From an optimization exercise on the open Yosys and OpenROAD flow, aimed at small area and a short achievable clock period; shortcuts taken in it are not production practice. For this run, only the layout was checked, not whether the RTL still works. Power is estimated from default activity; no workload was simulated.

==> design/flow/design.v <==
package m68k_arch_pkg;
    localparam int ADDR_W    = 32;   
    localparam int NUM_AREGS = 7;    
    typedef enum logic [1:0] {
        BYTE = 2'd0,
        WORD = 2'd1,
        LONG = 2'd2
    } op_size_t;
    typedef enum logic [1:0] {
        USP = 2'd0,   
        ISP = 2'd1,   
        MSP = 2'd2    
    } sp_bank_t;
endpackage
package m68k_ea_pkg;
    typedef enum logic [2:0] {
        ADR_AN_IND  = 3'd2,   
        ADR_AN_POST = 3'd3,   
        ADR_AN_PRE  = 3'd4,   
        ADR_AN_DISP = 3'd5,   
        ADR_AN_IDX  = 3'd6,   
        ADR_SPECIAL = 3'd7    
    } adr_mode_t;
    typedef enum logic [2:0] {
        ABS_W   = 3'd0,   
        ABS_L   = 3'd1,   
        PC_DISP = 3'd2    
    } amode_sel_t;
    typedef struct packed {
        logic       da;       
        logic [2:0] reg_no;   
        logic       wl;       
        logic [1:0] scale;    
        logic       fmt;      
        logic [7:0] disp8;    
    } brief_ext_t;
    typedef union packed {
        brief_ext_t         brief;
        logic signed [15:0] d16;
    } ext_word_u;
endpackage
`timescale 1ns/1ps
module addr_unit
#(
    parameter logic [m68k_arch_pkg::ADDR_W-1:0] PC_RESET = '0,   
    parameter logic [m68k_arch_pkg::ADDR_W-1:0] SP_RESET = '0    
) (
    input  logic              CLK,
    input  logic              RESET,
    input  logic [m68k_arch_pkg::ADDR_W-1:0] ar_in_1,
    input  logic [m68k_arch_pkg::ADDR_W-1:0] index_in,
    input  logic [m68k_arch_pkg::ADDR_W-1:0] displacement,
    input  logic [2:0]        ar_sel_rd_1,
    input  logic [2:0]        ar_sel_rd_2,
    input  logic [2:0]        ar_sel_wr,
    input  logic              ar_wr,
    input  logic              ar_inc,
    input  logic              ar_dec,
    input  m68k_arch_pkg::op_size_t          op_size,
    input  logic              sbit,
    input  logic              mbit,
    input  m68k_ea_pkg::ext_word_u         ext_word,
    input  logic              store_brief,
    input  logic              store_d16,
    input  logic              store_abs_lo,
    input  logic              store_abs_hi,
    input  m68k_ea_pkg::adr_mode_t         adr_mode,
    input  m68k_ea_pkg::amode_sel_t        amode_sel,
    input  logic [3:0]        pc_ew_offset,
    input  logic [7:0]        pc_offset,
    input  logic              pc_load,
    input  logic              pc_add_displ,
    input  logic              pc_inc,
    output logic [m68k_arch_pkg::ADDR_W-1:0] ar_out_1,
    output logic [m68k_arch_pkg::ADDR_W-1:0] ar_out_2,
    output logic [m68k_arch_pkg::ADDR_W-1:0] adr_eff,
    output logic [m68k_arch_pkg::ADDR_W-1:0] pc
);
    localparam int W  = m68k_arch_pkg::ADDR_W;
    localparam int NR = 10;   
    logic [W-1:0] rf [NR];
    logic [2:0] bank;   
    assign bank = {sbit & mbit, sbit & ~mbit, ~sbit};
    function automatic logic [NR-1:0] reg_onehot(input logic [2:0] n, input logic [2:0] b);
        for (int i = 0; i < 7; i++)
            reg_onehot[i] = (n == 3'(i));
        for (int i = 0; i < 3; i++)
            reg_onehot[7+i] = (n == 3'd7) & b[i];
    endfunction
    logic [NR-1:0] sel_1, sel_2, sel_x, sel_w, sel_s;
    assign sel_1 = reg_onehot(ar_sel_rd_1, bank);
    assign sel_2 = reg_onehot(ar_sel_rd_2, bank);
    assign sel_x = reg_onehot(ext_word.brief.reg_no, bank);
    assign sel_w = reg_onehot(ar_sel_wr, bank) & {NR{ar_wr}};
    assign sel_s = sel_1 & {NR{ar_inc | ar_dec}};
    logic [W-1:0] index_an;
    always_comb begin
        ar_out_1 = '0;
        ar_out_2 = '0;
        index_an = '0;
        for (int r = 0; r < NR; r++) begin
            ar_out_1 = ar_out_1 | ({W{sel_1[r]}} & rf[r]);
            ar_out_2 = ar_out_2 | ({W{sel_2[r]}} & rf[r]);
            index_an = index_an | ({W{sel_x[r]}} & rf[r]);
        end
    end
    logic [2:0]   step_amt;
    logic [W-1:0] step_val;
    always_comb begin
        case (op_size)
            2'd0:    step_amt = (ar_sel_rd_1 == 3'd7) ? 3'd2 : 3'd1;
            2'd1:    step_amt = 3'd2;
            default: step_amt = 3'd4;
        endcase
    end
    assign step_val = ar_out_1 + (ar_inc ? {29'd0, step_amt} : -{29'd0, step_amt});
    for (genvar r = 0; r < NR; r++) begin : g_rf
        logic do_s, do_w, do_h;
        logic [W-1:0] rst_val;
        assign rst_val = (r >= 7) ? SP_RESET : '0;
        assign do_s = ~RESET & sel_s[r];
        assign do_w = ~RESET & ~sel_s[r] & sel_w[r];
        assign do_h = ~RESET & ~sel_s[r] & ~sel_w[r];
        always_ff @(posedge CLK)
            rf[r] <= ({W{do_s}} & step_val) | ({W{do_w}} & ar_in_1) |
                     ({W{do_h}} & rf[r]) | ({W{RESET}} & rst_val);
    end
    logic [15:0]  displ;      
    logic [W-1:0] idx_sc;     
    logic [W-1:0] abs_adr;
    logic [W-1:0] displ_x;
    assign displ_x = {{(W-16){displ[15]}}, displ};
    logic [W-1:0] idx_src, idx_ext;
    assign idx_src = ext_word.brief.da ? index_an : index_in;
    assign idx_ext = ext_word.brief.wl ? idx_src : {{(W-16){idx_src[15]}}, idx_src[15:0]};
    always_ff @(posedge CLK) begin
        if (RESET) begin
            displ   <= '0;
            idx_sc  <= '0;
            abs_adr <= '0;
        end else begin
            if (store_brief) begin
                displ  <= {{8{ext_word.brief.disp8[7]}}, ext_word.brief.disp8};
                idx_sc <= idx_ext << ext_word.brief.scale;
            end else if (store_d16) begin
                displ  <= ext_word.d16;
            end
            if (store_abs_lo) begin
                if (amode_sel == m68k_ea_pkg::ABS_W)
                    abs_adr[W-1:16] <= {(W-16){ext_word.d16[15]}};
                abs_adr[15:0] <= ext_word.d16;
            end else if (store_abs_hi) begin
                abs_adr[W-1:16] <= ext_word.d16;
            end
        end
    end
    logic m_base, m_disp, m_idx, m_abs, m_pcd;
    assign m_base = (adr_mode == 3'd2) | (adr_mode == 3'd3) | (adr_mode == 3'd4);
    assign m_disp = (adr_mode == 3'd5);
    assign m_idx  = (adr_mode == 3'd6);
    assign m_abs  = (adr_mode == 3'd7) & ((amode_sel == 3'd0) | (amode_sel == 3'd1));
    assign m_pcd  = (adr_mode == 3'd7) & (amode_sel == 3'd2);
    logic [W-1:0] ea_x, ea_y, ea_z, ea_sum;
    assign ea_x   = m_pcd ? pc : ar_out_1;
    assign ea_y   = {W{m_disp | m_idx | m_pcd}} & displ_x;
    assign ea_z   = ({W{m_idx}} & idx_sc) | ({W{m_pcd}} & W'(pc_ew_offset));
    assign ea_sum = ea_x + ea_y + ea_z;
    always_ff @(posedge CLK)
        adr_eff <= ({W{~RESET & (m_base | m_disp | m_idx | m_pcd)}} & ea_sum) |
                   ({W{~RESET & m_abs}} & abs_adr);
    logic [W-1:0] pc_opnd;
    assign pc_opnd = pc_add_displ ? displacement : pc_inc ? W'(pc_offset) : '0;
    always_ff @(posedge CLK) begin
        if (RESET)
            pc <= PC_RESET;
        else if (pc_load)
            pc <= ar_in_1;
        else
            pc <= pc + pc_opnd;
    end
endmodule
==> design/flow/run.sh <==
#!/bin/bash
# synth_recipe.tcl (not shown) runs the flow's synth.tcl, then flattens the netlist and writes it again
# the make line also repeats each setting of config.mk as NAME=value (left out here)
make -C /OpenROAD-flow-scripts/flow DESIGN_CONFIG=/design/flow/config.mk WORK_HOME=/design/flow/orfs CLKGATE_MAP_FILE= SYNTH_SCRIPT=/design/flow/synth_recipe.tcl finish
==> design/flow/config.mk <==
export PLATFORM = sky130hd
export DESIGN_NAME = addr_unit
export DESIGN_NICKNAME = addr_unit
export VERILOG_FILES = /design/flow/design.v
export SDC_FILE = /design/flow/constraint.sdc
export NUM_CORES = 4
export LEC_CHECK = 0
export CAP_MARGIN = 20
export CORE_MARGIN = 2
export CORE_UTILIZATION = 40
export SLEW_MARGIN = 20
==> design/flow/constraint.sdc <==
create_clock -name core_clock -period 6.5 [get_ports {CLK}]
set_input_delay 1.3000 -clock core_clock [delete_from_list [all_inputs] [get_ports {CLK}]]
set_output_delay 1.3000 -clock core_clock [all_outputs]
set_load 0.01 [all_outputs]
==> results.cfg <==
[yosys]
syn_inst = 3641
synth_commonest_cells = 464 x dfxtp_1, 429 x o21ai_0, 350 x a22oi_1, 277 x nor2_1, 260 x clkbuf_1
ys_ff_latch = 464
syn_area_um2 = 30230
synth_top_area_share = 0.3073
synthFlopType = dfxtp_1
synth.avg_cell_area_um2 = 8.302
ys_seq_area_frac = 0.3073
yosys.area.top_type = dfxtp_1
ys_types = 86
synth_fp_nets = 3924
postSynth.asyncResetShare = 0
netlist_top_cells_area = dfxtp_1 31%, a22oi_1 8.7%, mux2i_1 7.2%, o21ai_0 7.1%, ha_1 3.9%
ys_warn_count = 2
synth_edf_count = 0
synth.most_common_cell = dfxtp_1

[grt]
grt-ovfl-total = 0
grt_max_degree = 60
track_usage = 0.3834
antenna_found_initial = 9
grt_pass1_vias = 31110
grt_first_pass_wirelength_um = 219000

[setup_path]
cp-startpoint = adr_mode[2]
crit_arrival_ns = 6.44
crit_path_max_fanout = 31
crit_required_ns = 7.03
cp-start-kind = input port
endpoint = adr_eff[30]
regToRegEndpoint = adr_eff[30]
reg2reg_setup_slack_ns = 1.53
r2r_cells = 16
r2r_start = rf[2][1]
path_class = input port to register
worstSetupEndpointType = register

[clocking]
clock_latency_ns = 0.65
cts_max_path_buffers = 3
tritoncts.num_buffers = 54
cts.clk_slew.worst_paths_ns = 0.06
h-tree-depth = 2
cts_sinks = 464
ctsResizeCount = 0
cts_hold_buffers = 0
root_buffer = clkbuf_16
cts_tree = built
cts_setup_buffers = 0

[sta]
final-hold-violation-count = 0
rsz0062_at_grt = false
min_period_ns = 5.909
slew_headroom = 0.1344
tns_ns = 0
slew_viol_final = 0
skew_ns = 0.04139
setup_viol_count_final = 0
tightest_slew_ns = 1.288
period_share = 0.9090
max_freq_mhz = 169.2

[detailed_routing]
drc = 0
vias = 33400
ant_nets = 0
dr.pass1.iters = 8
routed_wl_um = 155900
viasPerCell = 6.823
avgRoutedWirePerCell_um = 31.83
dr.first_iter.drc_count = 5507

[floorplanning]
core_um2 = 74570
initial_core_util = 0.4053
die_area_um2 = 77780
rows = 100
ioPinCount = 283
die_h_um = 278.9
die_w_um = 278.9

[place]
place_congestion = 1.002
detailed_place_hpwl_um = 107800
port_buffers = 282
placed_cells = 4788

[cells_and_area]
fillCellCount = 7154
fin_cells = 4896
fin_nets = 4158
drive_gt1_frac = 0.1136
area_growth_pct = 22.35

[min_path]
hp-class = register to register

[power_and_ir_drop]
netSwitchingFraction = 0.3340
clock_power_share = 0.382
p_leak_nw = 14.76
power.density_nw_per_um2 = 240.3
p_comb_frac = 0.256
power.switching_w = 0.002969
peakVddDrop_mv = 0.1892
p_int_w = 0.005918
pwr-share-seq = 0.362

[run_status]
status = finished clean

[run]
drv_cap = 0
cell type report:
type                    instances  area [um2]  share of cell area
flip-flops and latches        464        9289              0.2512
repair buffers                491        4544              0.1229
diodes                         11       27.53           0.0007443
inverters                     121       454.2             0.01228
multi-input cells            2743       19530              0.5279
clock inverters                26       404.1             0.01093
well taps                     969        1212             0.03278
clock buffers                  71        1526             0.04127
critical path, stage by stage:
cell	delay, ns
clkdlybuf4s50_1	0.51
nand3_1	0.11
or4b_2	0.77
buf_12	0.25
nor2_1	0.13
nor2_1	0.07
fa_1	0.48
ha_1	0.29
a21o_1	0.17
a2111oi_0	0.62
o211ai_1	0.33
and2_1	0.25
a41o_1	0.31
a311o_1	0.31
o31ai_1	0.26
nand4b_1	0.13
o211ai_1	0.14
metal layers:
metal	GRT usage	part of all wire
met3	0.1253	0.13
met2	0.5669	0.42
met1	0.4755	0.38
met4	0.2539	0.072
met5	0	0.00042
metrics by stage:
stage | hold slack, ns | utilization | total power (W) | area (um2) | setup slack (ns)
floorplan | 0.4244 | - | 0.004383 | 30230 | 0.1985
global placement | 0.4373 | 0.4694 | 0.005444 | 35000 | 0.05674
detailed placement | 0.4407 | 0.4696 | 0.005446 | 35020 | 0.02152
CTS | 0.4619 | 0.4955 | 0.008796 | 36950 | 0.6698
global route | 0.4831 | 0.4956 | 0.009111 | 36960 | 0.2744
finish | 0.4596 | 0.4959 | 0.008887 | 36980 | 0.5913
cells by family after synthesis:
group	count (synthesis)	synth area share
and+or+nand+nor	745	0.1104
buffers and inverters	434	0.05485
muxes	282	0.09980
DFF	464	0.3073
xor gates and xnor gates	83	0.02517
AOI/OAI and AO/OA	1505	0.3410
adders and majority gates	128	0.06143
sequential cells by signal, summed over array words and instances, names as in the netlist:
name     flops
idx_sc      32
pc          32
adr_eff     32
abs_adr     32
displ       16
rf         320
layout by cell type (no fill, tap or decap), types with 16 or more instances in the layout:
master and instances:
xor2_1 41, inv_1 117, and2_1 41, dfxtp_1 464, nand2b_1 23, nand2_1 245, mux2_2 55, o211ai_1 46
xnor2_1 39, ha_1 94, a21oi_1 184, o21ai_1 16, clkdlybuf4s50_1 266, clkbuf_16 55, a222oi_1 73, a21o_1 61
a22oi_1 350, nand3_1 42, fa_1 34, a211oi_1 48, mux2i_1 217, a221oi_1 17, nor2_1 269, nor2b_1 18
o21ai_0 429, a22o_1 54, a221o_1 71, a31oi_1 32, buf_12 18, buf_4 194, nor3_1 22
power groups by stage:
stage                     clock network (W)  logic [W]  registers, W
after floorplan                           0    0.00117       0.00321
after global placement                    0    0.00218       0.00326
after detailed placement                  0    0.00218       0.00326
after CTS                           0.00340    0.00220       0.00320
after global routing                0.00351    0.00238       0.00323
final                               0.00340    0.00228       0.00321
worst min path at each step:
stage / startpoint / to / slack (ns) / cells after the start
floorplan: abs_adr[0] / adr_eff[0] / 0.42 / 2
global placement: abs_adr[8] / adr_eff[8] / 0.44 / 2
detailed placement: abs_adr[13] / adr_eff[13] / 0.44 / 2
CTS: abs_adr[31] / adr_eff[31] / 0.46 / 2
global route: abs_adr[13] / adr_eff[13] / 0.48 / 2
finish: abs_adr[13] / adr_eff[13] / 0.46 / 2

-- port drivers added, routing unchanged --
How much do the figures lean on ideal ports? The routed layout below was timed once more, with nothing changed but the port constraints.
Step 1 (the two cells are an assumption about what drives the block):
set clk [get_ports {CLK}]
set_driving_cell -lib_cell sky130_fd_sc_hd__clkbuf_16 $clk
set_driving_cell -lib_cell sky130_fd_sc_hd__buf_2 [delete_from_list [all_inputs] $clk]
Step 2 times the ports against the registers' clock, not the clock port: input delays grow and output delays shrink by t, the midpoint of the rising clock arrivals with the driver on.
a / b / c = no drivers / after step 1 / after step 2; a / b = the first two.
t, ns: 0.703
slack for setup (ns): 0.591 / 0.628 / -0.074
worst setup path at the end: input to register
Met with ideal ports but missed after step 2: setup timing in this run. For this run, drivers alone change the setup slack by +0.037 ns; drivers and shift together by -0.665 ns.
